This is an optimization exercise on Yosys and OpenROAD, whose aim is small area, a short achievable clock period and few clock cycles per item, not a production implementation. No functional check of the RTL was part of any run shown here. Power and IR drop assume default switching activity.

==> flow/design.v, too long to show whole: its modules and the start of the top module <==
// module csa_fa: 10 lines
// module conv_pe_top: 1960 lines
module conv_pe_top (
    input  logic        clk,
    input  logic        rst,
    input  logic        wght_valid_i,
    input  logic [63:0] wght_i,
    output logic        wght_ready_o,
    input  logic        act_valid_i,
    input  logic [63:0] act_i,
    output logic        act_ready_o,
    output logic [23:0] result_o,
    output logic        result_valid_o
);
  // ...
==> flow/run.sh <==
#!/bin/bash
# synth_recipe.tcl (not shown) runs the flow's synth.tcl, then flattens the netlist and writes it again
# the make line also repeats each setting of config.mk as NAME=value (left out here)
make -C /OpenROAD-flow-scripts/flow DESIGN_CONFIG=/design/flow/config.mk WORK_HOME=/design/flow/orfs CLKGATE_MAP_FILE= SYNTH_SCRIPT=/design/flow/synth_recipe.tcl finish
==> flow/config.mk <==
export PLATFORM = sky130hd
export DESIGN_NAME = conv_pe_top
export DESIGN_NICKNAME = conv_pe_top
export VERILOG_FILES = /design/flow/design.v
export SDC_FILE = /design/flow/constraint.sdc
export NUM_CORES = 4
export LEC_CHECK = 0
export CAP_MARGIN = 20
export CORE_MARGIN = 2
export CORE_UTILIZATION = 65
export CTS_CLUSTER_DIAMETER = 140
export CTS_CLUSTER_SIZE = 25
export SETUP_SLACK_MARGIN = 2.8
export SLEW_MARGIN = 20
export SYNTH_HIERARCHICAL = 1
export SYNTH_MINIMUM_KEEP_SIZE = 0
==> flow/constraint.sdc <==
create_clock -name core_clock -period 5.0 [get_ports {clk}]
set_input_delay 1.0000 -clock core_clock [delete_from_list [all_inputs] [get_ports {clk}]]
set_output_delay 1.0000 -clock core_clock [all_outputs]
set_load 0.01 [all_outputs]
==> run notes, run 1 <==
Clock Sinks slightly below 1000; Psw 8.00 mW; cells on worst reg2reg path 4; final hold slack 0.312 ns; Num CTS Buffers 45; Sw Share 0.333; Routed Antenna Nets 0; Critical Path End r1[47]; minimum clock period 2.30 ns; Yosys reg bits 993; worst vdd ir 0.449 mV; Synth cell types 39; pin count of the biggest net entering global routing 65; Total Wirelength about 79 mm; clock share of power 0.167; area leader, netlist dfxtp_1; drt initial violations ~1600; multi-input gate share of total cell area 0.382; Largest cell class flip-flops and latches; Via density between 5 and 6; sequential fraction of the synthesis area 0.560; DPL Wire Length 60.2 mm; residual DRC count 0; min-delay src wring[2][30]; FF-to-FF Start aq[18]; Cell Rows 85; seq_cells ~1000; status complete, no violations; Finished Layout Cells roughly 3400
==> run 2, diff against run 1 <==
--- a/flow/config.mk
+++ b/flow/config.mk
@@ -11,5 +11,5 @@
 export CTS_CLUSTER_DIAMETER = 140
 export CTS_CLUSTER_SIZE = 25
-export SETUP_SLACK_MARGIN = 2.8
+export SETUP_SLACK_MARGIN = 3.0
 export SLEW_MARGIN = 20
 export SYNTH_HIERARCHICAL = 1
==> run 2 against run 1 <==
- combinational power grew 8.6%
- critical path depth up 1
- final cell count is 1.8% higher
- maximum frequency about the same
- sequential power barely moved
- via count grew 1.2%
- critical path type unchanged
==> run notes, run 2 <==
Post-synth EDFFs 0 (unchanged); Pwr Density 592 nW/um^2 (was 599 nW/um^2); max-cap violations 0 (unchanged); synth cell count leaders 993 x dfxtp_1, 521 x fa_1, 459 x nand2_1, 125 x clkbuf_1, 80 x and2_1 (unchanged); Tot GR Track Use 0.306 (was 0.290); Worst-Skew Late Latency 0.63 ns (was 0.64 ns); CTS tree built (unchanged); commonest non-fill, non-tap cell in the layout dfxtp_1 (unchanged); final setup TNS 0 ns (unchanged); Num CTS Buffers 45 (unchanged); top_reg_cell synth dfxtp_1 (unchanged); Crit path required time 5.58 ns (was 5.49 ns); most frequent cells in the layout 829 x dfxtp_1, 339 x fa_2, 335 x nand2_1, 182 x fa_1 (was 845 x dfxtp_1, 437 x nand2_1, 388 x fa_1, 133 x fa_2, 131 x clkdlybuf4s50_1); area leader, netlist dfxtp_1 (unchanged); Cell Rows 85 (unchanged); global-route wire length before repair 124 mm (was 119 mm); H-tree levels 2 (unchanged); sequential fraction of the synthesis area 0.560 (unchanged); Cells after Synth 2515 (unchanged); Final Hold Vio Count 0 (unchanged); Tot Pwr 24.9 mW (was 24.0 mW); Clock Sinks 993 (unchanged); Synth cell types 39 (unchanged); Final Util 0.780 (was 0.744); cells on worst reg2reg path 5 (was 4); Leakage 16.1 nW (was 15.5 nW); Hold Path Depth 0 (unchanged); minimum clock period 2.30 ns (about the same); Mapped Area 35500 sq um (unchanged); per-cell routed wire length 24.5 um (was 23.7 um); initial antenna violation count 1 (was 4); die area 56500 sq um (unchanged); yosys warns 8 (unchanged); CTS Hold Bufs 0 (unchanged); most flop-heavy register wring (unchanged); DR pass1 iterations 5 (unchanged); Critical R2R Capture r1[150] (was r1[47]); Crit Path Category flip-flop to flip-flop (unchanged); Die Wd 238 um (unchanged); DPL Wire Length 60.7 mm (was 60.2 mm); post-synth top area share 0.560 (unchanged); Final Skew 0.0314 ns (was 0.0422 ns); R2R Setup Slk 2.70 ns (about the same); RSZ-0062 raised after global routing yes (unchanged); ranking of synthesized cells by area dfxtp_1 56%, fa_1 29%, nand2_1 4.9% (unchanged); endpoint class of the critical path flip-flop (unchanged); Routed Antenna Nets 0 (unchanged); residual DRC count 0 (unchanged); fill count 3184 (was 3467); Finished Layout Cells 3410 (was 3350); Synth-to-Final Area Change 18.4% (was 13.0%); largest registers wring x576, r1 x164, aq x64 (unchanged); GRT overflow 0 (unchanged); placed cells 3240 (was 3242); syn avg cell area 14.1 sq um (unchanged); period utilization 0.460 (about the same); Synth async-reset ratio 0 (unchanged); Slew headroom 0.640 (was 0.656); status complete, no violations (unchanged); Final GP Congestion 0.951 (was 0.991); Max Freq 0.434 GHz (about the same); Hold Crit Class flip-flop to flip-flop (unchanged); Max Slew Vio Count 0 (unchanged); most numerous cell in the Yosys netlist dfxtp_1 (unchanged); core area 53900 sq um (unchanged); I/O pin total 159 (unchanged); clock-pin slew on the worst setup and hold paths 0.11 ns (about the same); Total Wirelength 83.7 mm (was 79.4 mm); Via density 5.40 (was 5.43); die height 238 um (unchanged); Yosys reg bits 993 (unchanged); Starting Density 0.658 (unchanged); Port Buf Inserts 156 (unchanged); Worst Hold Path EP wring[2][39] (was wring[1][30]); Final setup viols 0 (unchanged); routed vias 18400 (was 18200); number of global-route vias before repair 20600 (was 19500); final instance area 42000 sq um (was 40100 sq um); placed instance area 38100 sq um (was 37500 sq um); WP data arrival 2.88 ns (was 2.79 ns); worst slew pin tran 0.540 ns (was 0.515 ns); max FFs per register 576 (unchanged); Nets 3388 (was 3328); share of post-route cells with drive strength above 1 0.356 (was 0.200); Root Driver clkbuf_16 (unchanged); pin count of the biggest net entering global routing 65 (unchanged); worst vdd ir 0.381 mV (was 0.449 mV); FF-to-FF Start wring[8][15] (was aq[18]); Worst Path Max Fanout 6 (was 8); CTS max path bufs 3 (unchanged); min-delay src wring[3][39] (was wring[2][30]); drt initial violations 1366 (was 1617); crit path launch type flip-flop (unchanged)
[run 2: cell counts after synthesis]
No cell type changed its count.
[run 2: how the worst max path moves through the flow]
stage	start	end	slack, ns	depth (start not counted)
finish	wring[8][15]	r1[150]	2.70	5
global route	wring[8][18]	r1[24]	2.68	5
CTS	wring[8][3]	r1[14]	2.72	5
detailed placement	wring[8][18]	r1[65]	2.40	4
global placement	aq[52]	r1[100]	2.36	4
floorplan	r1[25]	r2[11]	2.85	4
[run 2: cells by family (layout without fill, tap and decap cells)]
family	count (synthesis)	count (layout)	synth area share
buffers and inverters	194	384	0.0213
flip-flops	993	993	0.560
XOR/XNOR	31	31	0.00786
other	2	11	0.000212
multiplexers	64	64	0.0203
adder cells (fa/ha/maj)	546	546	0.303
AO/OA/AOI/OAI	26	26	0.00543
AND/OR/NAND/NOR	659	659	0.0823
[run 2: area by class of cell]
type                    instances  area [sq um]  area share
flip-flops and latches        993         20400       0.485
multi-input cells            1336         16400       0.391
repair buffers                276          2910      0.0693
clock buffers                  47          1150      0.0275
well taps                     696           871      0.0207
inverters                      58           218     0.00518
clock inverters                 3          45.0     0.00107
diodes                          1          2.50   0.0000595
[run 2: report_power, final]
group	total, mW	switching [mW]	internal, mW
combinational	9.46	4.74	4.73
sequential	11.4	1.27	10.1
clock	4.03	2.36	1.67
[run 2: Yosys stat by module (local to each module, per instance)]
module / cells inside / times used / cell area, sq um
csa_fa: 1 / 519 / 20.0
conv_pe_top: 1996 / 1 / 25100
[run 2: timing repair]
item,4_1_cts,5_1_grt
endpoints found under the hold margin,0,0
pin swaps,126,119
resized for setup,582,204
setup endpoints to repair,220,203
buffers inserted,85,33
gates cloned,0,1
[run 2: stage by stage]
stage	hold WS (ns)	setup WS [ns]
CTS	0.319	2.72
finish	0.317	2.70
detailed placement	0.312	2.40
global placement	0.310	2.36
floorplan	0.309	2.85
global route	0.325	2.68
[run 2: routing by layer]
layer  part of all wire  global-route usage  wire (um)  up-vias
li1                   -                   -          -     7906
met1               0.38               0.394      31800     9435
met2               0.47               0.495      39700      851
met3              0.080              0.0585       6710      231
met4              0.064               0.168       5390        0
met5                  0                   0          0        -
[run 2: worst max-delay path: stages, from the launching register on]
cell	delay, ns
dfxtp_4	0.39
buf_6	0.14
and2_4	0.14
fa_2	0.61
fa_2	0.46
fa_2	0.52
==> run 3, diff against run 2 <==
==> flow/flow/run.sh (new file) <==
#!/bin/bash
# The standard layout, with two resizer settings changed: cells may be
# swapped for ones of another footprint during repair, and the port buffers
# are plain buffers instead of the smallest-area (delay) buffer.
set -euo pipefail
bash standard.sh MATCH_CELL_FOOTPRINT=0 "BUFFER_PORTS_ARGS=-buffer_cell sky130_fd_sc_hd__buf_2" finish > make.log 2>&1
==> flow/standard.sh (new file) <==
#!/bin/bash
# synth_recipe.tcl (not shown) runs the flow's synth.tcl, then flattens the netlist and writes it again
# the make line also repeats each setting of config.mk as NAME=value (left out here)
make -C /OpenROAD-flow-scripts/flow DESIGN_CONFIG=/design/flow/config.mk WORK_HOME=/design/flow/orfs CLKGATE_MAP_FILE= SYNTH_SCRIPT=/design/flow/synth_recipe.tcl "${@:-finish}"
--- a/flow/config.mk
+++ b/flow/config.mk
@@ -11,5 +11,5 @@
 export CTS_CLUSTER_DIAMETER = 140
 export CTS_CLUSTER_SIZE = 25
-export SETUP_SLACK_MARGIN = 3.0
+export SETUP_SLACK_MARGIN = 2.8
 export SLEW_MARGIN = 20
 export SYNTH_HIERARCHICAL = 1
removed: flow/run.sh
==> run 3 against run 2 <==
- still clean
- routed wire length fell by 6.4%
- area after synthesis unchanged
- register-to-register slack is essentially flat
- count of clock-buffer cells in the layout decreased by 1
- utilization is 5.7 points lower
- combinational power decreased by about 10%
- die area stayed put
- non-clock buffer count decreased by 84
- critical endpoint is now r1[14]
==> run notes, run 3 <==
status complete, no violations (unchanged); worst vdd ir 0.385 mV (was 0.381 mV); Root Driver clkbuf_16 (unchanged); top_reg_cell synth dfxtp_1 (unchanged); DR pass1 iterations 6 (was 5); most frequent cells in the layout 851 x dfxtp_1, 453 x nand2_1, 417 x fa_1, 156 x buf_2, 119 x dfxtp_4 (was 829 x dfxtp_1, 339 x fa_2, 335 x nand2_1, 182 x fa_1); Worst-Skew Late Latency 0.63 ns (about the same); Yosys reg bits 993 (unchanged); Leakage 15.3 nW (was 16.1 nW); core area 53900 sq um (unchanged); Post-synth EDFFs 0 (unchanged); share of post-route cells with drive strength above 1 0.227 (was 0.356); I/O pin total 159 (unchanged); Final Skew 0.0397 ns (was 0.0314 ns); CTS tree built (unchanged); Starting Density 0.658 (unchanged); ant diodes 0 (was 1); Max Slew Vio Count 0 (unchanged); ranking of synthesized cells by area dfxtp_1 56%, fa_1 29%, nand2_1 4.9% (unchanged); sequential fraction of the synthesis area 0.560 (unchanged); Final setup viols 0 (unchanged); Tot GR Track Use 0.286 (was 0.306); Crit path required time 5.50 ns (was 5.58 ns); area leader, netlist dfxtp_1 (unchanged); Pwr Density 611 nW/um^2 (was 592 nW/um^2); Crit Path Category flip-flop to flip-flop (unchanged); Worst Path Max Fanout 5 (was 6); Routed Antenna Nets 0 (unchanged); die area 56500 sq um (unchanged); most flop-heavy register wring (unchanged); post-synth top area share 0.560 (unchanged); minimum clock period 2.31 ns (was 2.30 ns); GRT overflow 0 (unchanged); Num CTS Buffers 45 (unchanged); worst slew pin tran 0.796 ns (was 0.540 ns); Slew headroom 0.469 (was 0.640); crit path launch type flip-flop (unchanged); CTS max path bufs 3 (unchanged); H-tree levels 2 (unchanged); Die Wd 238 um (unchanged); Cells after Synth 2515 (unchanged); largest registers wring x576, r1 x164, aq x64 (unchanged); Synth async-reset ratio 0 (unchanged); yosys warns 8 (unchanged); Hold Crit Class flip-flop to flip-flop (unchanged); die height 238 um (unchanged); FF-to-FF Start wring[8][10] (was wring[8][15]); drt initial violations 1497 (was 1366); Mapped Area 35500 sq um (unchanged); Tot Pwr 23.8 mW (was 24.9 mW); Nets 3304 (was 3388); Cell Rows 85 (unchanged); Via density 5.38 (was 5.40); Final Hold Vio Count 0 (unchanged); endpoint class of the critical path flip-flop (unchanged); Port Buf Inserts 156 (unchanged); global-route wire length before repair 117 mm (was 124 mm); worst setup path startpoint wring[8][10] (was wring[8][15]); placed cells 3242 (was 3240); number of global-route vias before repair 19500 (was 20600); commonest non-fill, non-tap cell in the layout dfxtp_1 (unchanged); max-cap violations 0 (unchanged); Synth-to-Final Area Change 9.75% (was 18.4%); synth cell count leaders 993 x dfxtp_1, 521 x fa_1, 459 x nand2_1, 125 x clkbuf_1, 80 x and2_1 (unchanged); per-cell routed wire length 23.6 um (was 24.5 um); syn avg cell area 14.1 sq um (unchanged); clock-pin slew on the worst setup and hold paths 0.12 ns (was 0.11 ns); Total Wirelength 78.3 mm (was 83.7 mm); Final GP Congestion 0.974 (was 0.951); DPL Wire Length 59.8 mm (was 60.7 mm); initial antenna violation count 1 (unchanged); pin count of the biggest net entering global routing 49 (was 65); Finished Layout Cells 3323 (was 3410); routed vias 17900 (was 18400); Synth cell types 39 (unchanged); max FFs per register 576 (unchanged); most numerous cell in the Yosys netlist dfxtp_1 (unchanged); period utilization 0.462 (was 0.460); Clock Sinks 993 (unchanged); RSZ-0062 raised after global routing yes (unchanged); CTS Hold Bufs 0 (unchanged); WP data arrival 2.81 ns (was 2.88 ns); min-delay src wring[4][16] (was wring[3][39]); final setup TNS 0 ns (unchanged); residual DRC count 0 (unchanged); Max Freq 0.433 GHz (was 0.434 GHz)
[run 3: cell count changes in the layout (fill, tap and decap cells not counted), moves of 22 or more]
cell,before,now
nand2_1,335,453
and2_1,54,80
nand2_4,46,3
fa_1,182,417
fa_2,339,104
clkdlybuf4s50_1,131,0
buf_6,49,4
nand2_2,78,3
buf_4,46,24
and2_4,27,1
buf_2,16,156
dfxtp_1,829,851
[run 3: what timing repair did]
action	in CTS	in global routing
pin swaps	27	29
setup endpoints to repair	164	85
buffers inserted	14	19
endpoints found under the hold margin	0	0
resized for setup	304	80
[run 3: modules after synthesis (local to each module, per instance)]
module / copies in the design / cell area, sq um / cells / flops+latches
csa_fa: 519 / 20.0 / 1 / 0
conv_pe_top: 1 / 25100 / 1996 / 993
[run 3: final timing paths]
| path | endpoint | slack, ns | cells after the start |
|---|---|---|---|
| worst max-delay path | r1[14] | 2.69 | 5 |
| worst min-delay path | wring[3][16] | 0.30 | 0 |
| worst max register to register | r1[14] | 2.69 | 5 |
| worst min register to register | wring[3][16] | 0.30 | 0 |
[run 3: layer usage]
layer,up-vias,wire [um],GRT usage,share of wire
li1,7749,-,-,-
met1,9111,31900,0.388,0.41
met2,828,35800,0.448,0.46
met3,173,7960,0.0885,0.10
met4,2,2580,0.0848,0.033
met5,-,13,0,0.00017
[run 3: critical path: stages, from the launching register on]
cell     delay, ns
dfxtp_4       0.37
buf_12        0.13
nand2_1       0.08
fa_1          0.52
fa_1          0.66
fa_1          0.44
[run 3: layout make-up]
class                   count  area, sq um
clock buffers              46         1150
clock inverters             2         25.0
fillers                  3521        15000
inverters                  58          218
multi-input cells        1336        15200
flip-flops and latches    993        20400
well taps                 696          871
repair buffers            192         1160
[run 3: power by group]
part | total [mW] | switching (mW) | leakage [nW] | internal, mW
Clock | 3.97 | 2.31 | 0.578 | 1.66
Sequential | 11.3 | 1.21 | 8.40 | 10.1
Combinational | 8.50 | 4.40 | 6.32 | 4.10
Total | 23.8 | 7.93 | 15.3 | 15.9
[run 3: logic make-up (layout without fill, tap and decap cells)]
kind of cell,after synthesis,count (layout),share of synthesized area
flip-flops,993,993,0.560
adder cells (fa/ha/maj),546,546,0.303
other,2,10,0.000212
AO/OA/AOI/OAI,26,26,0.00543
buffers and inverters,194,298,0.0213
AND/OR/NAND/NOR,659,659,0.0823
XOR/XNOR,31,31,0.00786
multiplexers,64,64,0.0203
[run 3: through the flow]
| step | worst slack [ns] | utilization | hold slack, ns | cell area (sq um) |
|---|---|---|---|---|
| 3_5_place_dp | 2.33 | 0.680 | 0.312 | 36700 |
| 4_1_cts | 2.73 | 0.715 | 0.298 | 38600 |
| 6_report | 2.69 | 0.723 | 0.298 | 39000 |
| 2_1_floorplan | 2.73 | - | 0.310 | 35600 |
| 5_1_grt | 2.68 | 0.723 | 0.320 | 39000 |
| 3_3_place_gp | 2.39 | 0.680 | 0.310 | 36700 |
==> run 4, diff against run 3 <==
--- a/flow/config.mk
+++ b/flow/config.mk
@@ -11,5 +11,5 @@
 export CTS_CLUSTER_DIAMETER = 140
 export CTS_CLUSTER_SIZE = 25
-export SETUP_SLACK_MARGIN = 2.8
+export SETUP_SLACK_MARGIN = 3.0
 export SLEW_MARGIN = 20
 export SYNTH_HIERARCHICAL = 1
==> run 4 against run 3 <==
- still clean
- global-route usage grew 3.3 points
- final area up 7.9%
- flip-flop and latch count is the same
- sequential share of layout area shrank 3.7 points
- power increased by 5.9%
- clock power up 2%
- largest cell class unchanged
==> run notes, run 4 <==
FF-to-FF Start wring[8][23] (was wring[8][10]); Final Hold Vio Count 0 (unchanged); Crit Path Category flip-flop to flip-flop (unchanged); Synth cell types 39 (unchanged); Crit path required time 5.52 ns (was 5.50 ns); Post-synth EDFFs 0 (unchanged); Psw 8.59 mW (was 7.93 mW); Max Used Layer met4 (was met5); met2 wire length 41.7 mm (was 35.8 mm); placed cells 3241 (was 3242); Nets 3429 (was 3304); yosys warns 8 (unchanged); max-cap violations 0 (unchanged); critical path, cell by cell and2_4 -> fa_2 -> fa_2 -> fa_2 (was buf_12 -> nand2_1 -> fa_1 -> fa_1 -> fa_1); Synth async-reset ratio 0 (unchanged); Final Skew 0.0352 ns (was 0.0397 ns); final setup TNS 0 ns (unchanged); most frequent cells in the layout 824 x dfxtp_1, 350 x fa_2, 304 x nand2_1, 171 x fa_1, 148 x buf_2 (was 851 x dfxtp_1, 453 x nand2_1, 417 x fa_1, 156 x buf_2, 119 x dfxtp_4); WP data arrival 2.88 ns (was 2.81 ns); ranking of synthesized cells by area dfxtp_1 56%, fa_1 29%, nand2_1 4.9% (unchanged); crit path launch type flip-flop (unchanged); share of post-route cells with drive strength above 1 0.434 (was 0.227); I/O pin total 159 (unchanged); Leakage 16.4 nW (was 15.3 nW); Mapped Area 35500 sq um (unchanged); Synth-to-Final Area Change 18.5% (was 9.75%); residual DRC count 0 (unchanged); clock-pin slew on the worst setup and hold paths 0.11 ns (was 0.12 ns); die area 56500 sq um (unchanged); clock share of power 0.160 (was 0.167); global-route wire length before repair 128 mm (was 117 mm); GRT overflow 0 (unchanged); CP delay by family, top adder cells (unchanged); core area 53900 sq um (unchanged); Hold Crit Class flip-flop to flip-flop (unchanged); number of global-route vias before repair 20800 (was 19500); H-tree levels 2 (unchanged); Hold Path Depth 0 (unchanged); Root Driver clkbuf_16 (unchanged); per-cell routed wire length 25.6 um (was 23.6 um); largest registers wring x576, r1 x164, aq x64 (unchanged); synth cell count leaders 993 x dfxtp_1, 521 x fa_1, 459 x nand2_1, 125 x clkbuf_1, 80 x and2_1 (unchanged); cells on worst reg2reg path 4 (was 5); area leader, netlist dfxtp_1 (unchanged); Cells after Synth 2515 (unchanged); Logic pwr share 0.388 (was 0.357); Post-Route M1 WL 33.7 mm (was 31.9 mm); RSZ-0062 raised after global routing yes (unchanged); most flop-heavy register wring (unchanged); ant diodes 0 (unchanged); most used cell, CP fa_2 (was fa_1); Clock Sinks 993 (unchanged); Final setup viols 0 (unchanged); Cell Rows 85 (unchanged); Worst Hold Path EP wring[5][31] (was wring[3][16]); Port Buf Inserts 156 (unchanged); sequential fraction of the synthesis area 0.560 (unchanged); Starting Density 0.658 (unchanged); Max Freq 0.424 GHz (was 0.433 GHz); Finished Layout Cells 3450 (was 3323); CTS tree built (unchanged); period utilization 0.472 (was 0.462); max FFs per register 576 (unchanged); max incr delay on CP 0.67 ns (was 0.66 ns); Routed Antenna Nets 0 (unchanged); status complete, no violations (unchanged); pin count of the biggest net entering global routing 31 (was 49); Critical R2R Capture r1[83] (was r1[14]); register share of total power 0.452 (was 0.476); Yosys reg bits 993 (unchanged); commonest non-fill, non-tap cell in the layout dfxtp_1 (unchanged); routed vias 18800 (was 17900); drt initial violations 1355 (was 1497); Worst-Skew Late Latency 0.63 ns (about the same); initial antenna violation count 1 (unchanged); Tot GR Track Use 0.319 (was 0.286); Via density 5.45 (was 5.38); most numerous cell in the Yosys netlist dfxtp_1 (unchanged); Worst Path Max Fanout 9 (was 5); Total Wirelength 88.3 mm (was 78.3 mm); die height 238 um (unchanged); Die Wd 238 um (unchanged); R2R Setup Slk 2.64 ns (was 2.69 ns); worst vdd ir 0.430 mV (was 0.385 mV); DPL Wire Length 62.1 mm (was 59.8 mm); CTS max path bufs 3 (unchanged); final hold slack 0.312 ns (was 0.298 ns); min-delay src wring[6][31] (was wring[4][16]); top_reg_cell synth dfxtp_1 (unchanged); endpoint class of the critical path flip-flop (unchanged); Final GP Congestion 0.942 (was 0.974); Num CTS Buffers 45 (unchanged); Sw Share 0.341 (was 0.333); Max Slew Vio Count 0 (unchanged); Worst path slowest cell fa_2 (was fa_1); syn avg cell area 14.1 sq um (unchanged); WP buf/inv 0 (was 1); post-synth top area share 0.560 (unchanged); minimum clock period 2.36 ns (was 2.31 ns); WL met3 7.08 mm (was 7.96 mm); Pwr Density 599 nW/um^2 (was 611 nW/um^2); internal power 16.6 mW (was 15.9 mW); DR pass1 iterations 7 (was 6)
-- run 4: changes by cell type in the layout (fill, tap and decap cells not counted), sizes merged --
cell / before / now
inv: 59 / 60
buf: 192 / 316
clkbuf: 46 / 48
-- run 4: stage by stage --
stage | instance area (sq um) | total power [mW] | setup slack [ns] | utilization
after global placement | 37200 | 20.0 | 2.41 | 0.690
after floorplan | 36700 | 16.7 | 2.85 | -
after CTS | 40700 | 24.9 | 2.68 | 0.755
final | 42100 | 25.2 | 2.64 | 0.780
after global routing | 42100 | 27.0 | 2.65 | 0.780
after detailed placement | 37200 | 20.4 | 2.41 | 0.690
-- run 4: per-module statistics from Yosys (local to each module, per instance) --
module	area, sq um	copies in the design	cells
conv_pe_top	25100	1	1996
csa_fa	20.0	519	1
-- run 4: metal layers --
layer  track usage  up-vias
met5             0        -
met4         0.178        0
met3        0.0604      257
met2         0.513      884
met1         0.412     9646
li1              -     8006
-- run 4: worst max-delay path by stage --
stage                       from  slack, ns     end  cells after the start
finish              wring[8][23]       2.64  r1[83]                      4
global route              r1[25]       2.65  r2[11]                      4
CTS                       r1[25]       2.68  r2[11]                      4
detailed placement  wring[8][23]       2.41  r1[65]                      4
global placement    wring[8][23]       2.41  r1[83]                      4
floorplan                 r1[25]       2.85  r2[11]                      4
-- run 4: area by class of cell --
cell class              instances  area [sq um]
fillers                      3127         11900
clock inverters                 3          47.5
inverters                      58           218
flip-flops and latches        993         20400
well taps                     696           871
clock buffers                  47          1150
repair buffers                317          2730
multi-input cells            1336         16600
-- run 4: cell families (layout without fill, tap and decap cells) --
| logic type | after synthesis | count (layout) | share of synthesized area |
|---|---|---|---|
| other | 2 | 10 | 0.000212 |
| muxes | 64 | 64 | 0.0203 |
| xor gates and xnor gates | 31 | 31 | 0.00786 |
| adders and majority gates | 546 | 546 | 0.303 |
| and+or+nand+nor | 659 | 659 | 0.0823 |
| buffers and inverters | 194 | 425 | 0.0213 |
| DFF | 993 | 993 | 0.560 |
| AOI/OAI and AO/OA | 26 | 26 | 0.00543 |
-- run 4: repair_timing --
| item | in CTS | in global routing |
|---|---|---|
| endpoints found under the setup margin | 215 | 205 |
| gates cloned | 0 | 1 |
| buffers inserted | 103 | 55 |
| hold buffers | 0 | 0 |
| gates resized for setup | 549 | 266 |
| pin swaps | 133 | 129 |
-- run 4: power by group through the flow --
stage | registers [mW] | logic [mW] | clock network [mW]
finish | 11.4 | 9.77 | 4.04
global route | 11.6 | 11.1 | 4.39
CTS | 11.3 | 9.50 | 4.09
detailed placement | 11.6 | 8.81 | 0
global placement | 11.5 | 8.55 | 0
floorplan | 10.9 | 5.82 | 0
==> run 5, diff against run 4 <==
==> flow/flow/run.sh (replaced) <==
#!/bin/bash
# The standard layout, with two resizer settings changed: cells may be
# swapped for ones of another footprint during repair, and the port buffers
# are plain buffers instead of the smallest-area (delay) buffer.
set -euo pipefail
bash standard.sh MATCH_CELL_FOOTPRINT=0 "BUFFER_PORTS_ARGS=-buffer_cell sky130_fd_sc_hd__buf_1" finish > make.log 2>&1
--- a/flow/config.mk
+++ b/flow/config.mk
@@ -11,6 +11,7 @@
 export CTS_CLUSTER_DIAMETER = 140
 export CTS_CLUSTER_SIZE = 25
-export SETUP_SLACK_MARGIN = 3.0
+export SETUP_SLACK_MARGIN = 2.8
 export SLEW_MARGIN = 20
 export SYNTH_HIERARCHICAL = 1
 export SYNTH_MINIMUM_KEEP_SIZE = 0
+export TNS_END_PERCENT = 10
==> run 5 against run 4 <==
- still clean
- maximum frequency rose by 1.9%
- synthesized cell count did not move
- sequential power barely moved
- via count fell by 5.8%
- routed wire length fell by 12%
- power fell by 6.8%
==> run notes, run 5 <==
WP buf/inv 1 (was 0); global-route wire length before repair 116 mm (was 128 mm); Via density 5.35 (was 5.45); H-tree levels 2 (unchanged); GRT overflow 0 (unchanged); sequential fraction of the synthesis area 0.560 (unchanged); CTS max path bufs 3 (unchanged); CP delay by family, top adder cells (unchanged); max incr delay on CP 0.57 ns (was 0.67 ns); Mapped Area 35500 sq um (unchanged); WP data arrival 2.89 ns (was 2.88 ns); Crit Path Category flip-flop to flip-flop (unchanged); per-cell routed wire length 23.4 um (was 25.6 um); synth cell count leaders 993 x dfxtp_1, 521 x fa_1, 459 x nand2_1, 125 x clkbuf_1, 80 x and2_1 (unchanged); Die Wd 238 um (unchanged); placed cells 3242 (was 3241); max-cap violations 0 (unchanged); Final Hold Vio Count 0 (unchanged); most flop-heavy register wring (unchanged); clock-pin slew on the worst setup and hold paths 0.11 ns (about the same); pin count of the biggest net entering global routing 38 (was 31); final instance area 38400 sq um (was 42100 sq um); crit path launch type flip-flop (unchanged); top_reg_cell synth dfxtp_1 (unchanged); Routed Antenna Nets 0 (unchanged); DPL Wire Length 60.4 mm (was 62.1 mm); worst vdd ir 0.398 mV (was 0.430 mV); Hold Crit Class flip-flop to flip-flop (unchanged); min-delay src wring[2][8] (was wring[6][31]); die area 56500 sq um (unchanged); status complete, no violations (unchanged); final setup TNS 0 ns (unchanged); setup ws final 2.69 ns (was 2.64 ns); Tot GR Track Use 0.285 (was 0.319); endpoint class of the critical path flip-flop (unchanged); Final GP Congestion 0.971 (was 0.942); Synth cell types 39 (unchanged); core area 53900 sq um (unchanged); placed instance area 36500 sq um (was 37200 sq um); Num CTS Buffers 45 (unchanged); drt initial violations 1421 (was 1355); Total Wirelength 77.5 mm (was 88.3 mm); share of post-route cells with drive strength above 1 0.135 (was 0.434); Starting Density 0.658 (unchanged); routed vias 17700 (was 18800); Place WS 2.16 ns (was 2.41 ns); Root Driver clkbuf_16 (unchanged); Pwr Density 611 nW/um^2 (was 599 nW/um^2); I/O pin total 159 (unchanged); number of global-route vias before repair 19300 (was 20800); Synth async-reset ratio 0 (unchanged); residual DRC count 0 (unchanged); most frequent cells in the layout 856 x dfxtp_1, 483 x fa_1, 457 x nand2_1, 156 x buf_1, 113 x dfxtp_4 (was 824 x dfxtp_1, 350 x fa_2, 304 x nand2_1, 171 x fa_1, 148 x buf_2); die height 238 um (unchanged); DR pass1 iterations 5 (was 7); Final setup viols 0 (unchanged); Final Skew 0.0370 ns (was 0.0352 ns); post-synth top area share 0.560 (unchanged); Finished Layout Cells 3310 (was 3450); CTS Hold Bufs 0 (unchanged); Yosys reg bits 993 (unchanged); worst setup path startpoint wring[8][15] (was wring[8][23]); area leader, netlist dfxtp_1 (unchanged); Clock Sinks 993 (unchanged); period utilization 0.463 (was 0.472); minimum clock period 2.31 ns (was 2.36 ns); Port Buf Inserts 156 (unchanged); Crit path required time 5.57 ns (was 5.52 ns); CTS tree built (unchanged); Synth-to-Final Area Change 8.22% (was 18.5%); Post-synth EDFFs 0 (unchanged); ranking of synthesized cells by area dfxtp_1 56%, fa_1 29%, nand2_1 4.9% (unchanged); yosys warns 8 (unchanged); most numerous cell in the Yosys netlist dfxtp_1 (unchanged); largest registers wring x576, r1 x164, aq x64 (unchanged); Worst path slowest cell fa_2 (unchanged); FF-to-FF Start wring[8][15] (was wring[8][23]); critical path, cell by cell buf_6 -> and2_4 -> fa_2 -> fa_2 -> fa_1 (was and2_4 -> fa_2 -> fa_2 -> fa_2); Cells after Synth 2515 (unchanged); initial antenna violation count 2 (was 1); most used cell, CP fa_2 (unchanged); Nets 3290 (was 3429); commonest non-fill, non-tap cell in the layout dfxtp_1 (unchanged); RSZ-0062 raised after global routing yes (unchanged); ant diodes 0 (unchanged); Final Util 0.712 (was 0.780); final hold slack 0.310 ns (was 0.312 ns); Max Slew Vio Count 0 (unchanged); Leakage 14.8 nW (was 16.4 nW); max FFs per register 576 (unchanged); Cell Rows 85 (unchanged); Slew headroom 0.482; Tot Pwr 23.5 mW (was 25.2 mW); worst slew pin tran just under 0.8 ns; Worst-Skew Late Latency 0.65 ns (was 0.63 ns); Max Freq 0.432 GHz (was 0.424 GHz); syn avg cell area 14.1 sq um (unchanged); Worst Path Max Fanout 5 (was 9)
run 5: cell type report:
type / count / area, sq um
well taps: 696 / 871
repair buffers: 178 / 797
fillers: 3548 / 15500
clock buffers: 45 / 1130
inverters: 58 / 218
multi-input cells: 1336 / 15000
clock inverters: 4 / 75.1
flip-flops and latches: 993 / 20300
run 5: worst paths after layout:
path / endpoint / cells past startpoint / slack [ns]
max: r1[142] / 5 / 2.69
min reg2reg: wring[1][8] / 0 / 0.31
min: wring[1][8] / 0 / 0.31
max reg2reg: r1[142] / 5 / 2.69
run 5: logic make-up (layout without fill, tap and decap cells):
group	after synthesis	count (layout)	synth area share
DFF	993	993	0.560
and+or+nand+nor	659	659	0.0823
adders and majority gates	546	546	0.303
buffers and inverters	194	285	0.0213
muxes	64	64	0.0203
xor gates and xnor gates	31	31	0.00786
AOI/OAI and AO/OA	26	26	0.00543
other	2	10	0.000212
run 5: modules after synthesis (local to each module, per instance):
module / flops+latches / times used / cells
csa_fa: 0 / 519 / 1
conv_pe_top: 993 / 1 / 1996
run 5: repair_timing:
action	4_1_cts	5_1_grt
setup buffers	10	9
setup endpoints to repair	185	144
resized for setup	249	49
pin swaps	12	12
run 5: power breakdown:
group | internal (mW) | switching, mW
logic | 3.87 | 4.28
registers | 10.1 | 1.23
clock network | 1.65 | 2.35
run 5: routing by layer:
layer / GRT usage / vias to the layer above / share of wire
li1: - / 7705 / -
met1: 0.398 / 8974 / 0.42
met3: 0.0583 / 201 / 0.079
met5: 0 / - / 0
met2: 0.454 / 815 / 0.46
met4: 0.0922 / 0 / 0.039

-- static timing again, ports no longer ideal --
The flow's constraints put no driver on any port. The routed layouts listed below were extracted and timed again, unchanged, in two steps.
Step 1: set_driving_cell puts a clkbuf_16 on clk and a buf_2 on each other input, an assumption about the parent block.
Step 2 also shifts input and output timing later by t, the mid clock arrival at the registers, as if the neighbouring blocks saw the same clock.
Three values: ideal ports, drivers, drivers and shift; two values: the first two.
| run | t (ns) | slack for setup (ns) | worst hold slack (ns) |
|---|---|---|---|
| run 1 | 0.681 | 2.698 / 2.698 / 2.391 | 0.312 / 0.312 / 0.312 |
| run 2 | 0.676 | 2.698 / 2.698 / 2.390 | 0.317 / 0.317 / 0.317 |
| run 3 | 0.671 | 2.689 / 2.689 / 2.332 | 0.298 / 0.298 / 0.298 |
| run 4 | 0.677 | 2.642 / 2.642 / 2.553 | 0.312 / 0.312 / 0.312 |
| run 5 | 0.690 | 2.686 / 2.686 / 2.156 | 0.310 / 0.310 / 0.310 |
After both steps setup and hold are still met in every run listed. The setup slack of run 5, which loses most, moves by 0.000 ns with the drivers and by -0.530 ns with both steps.
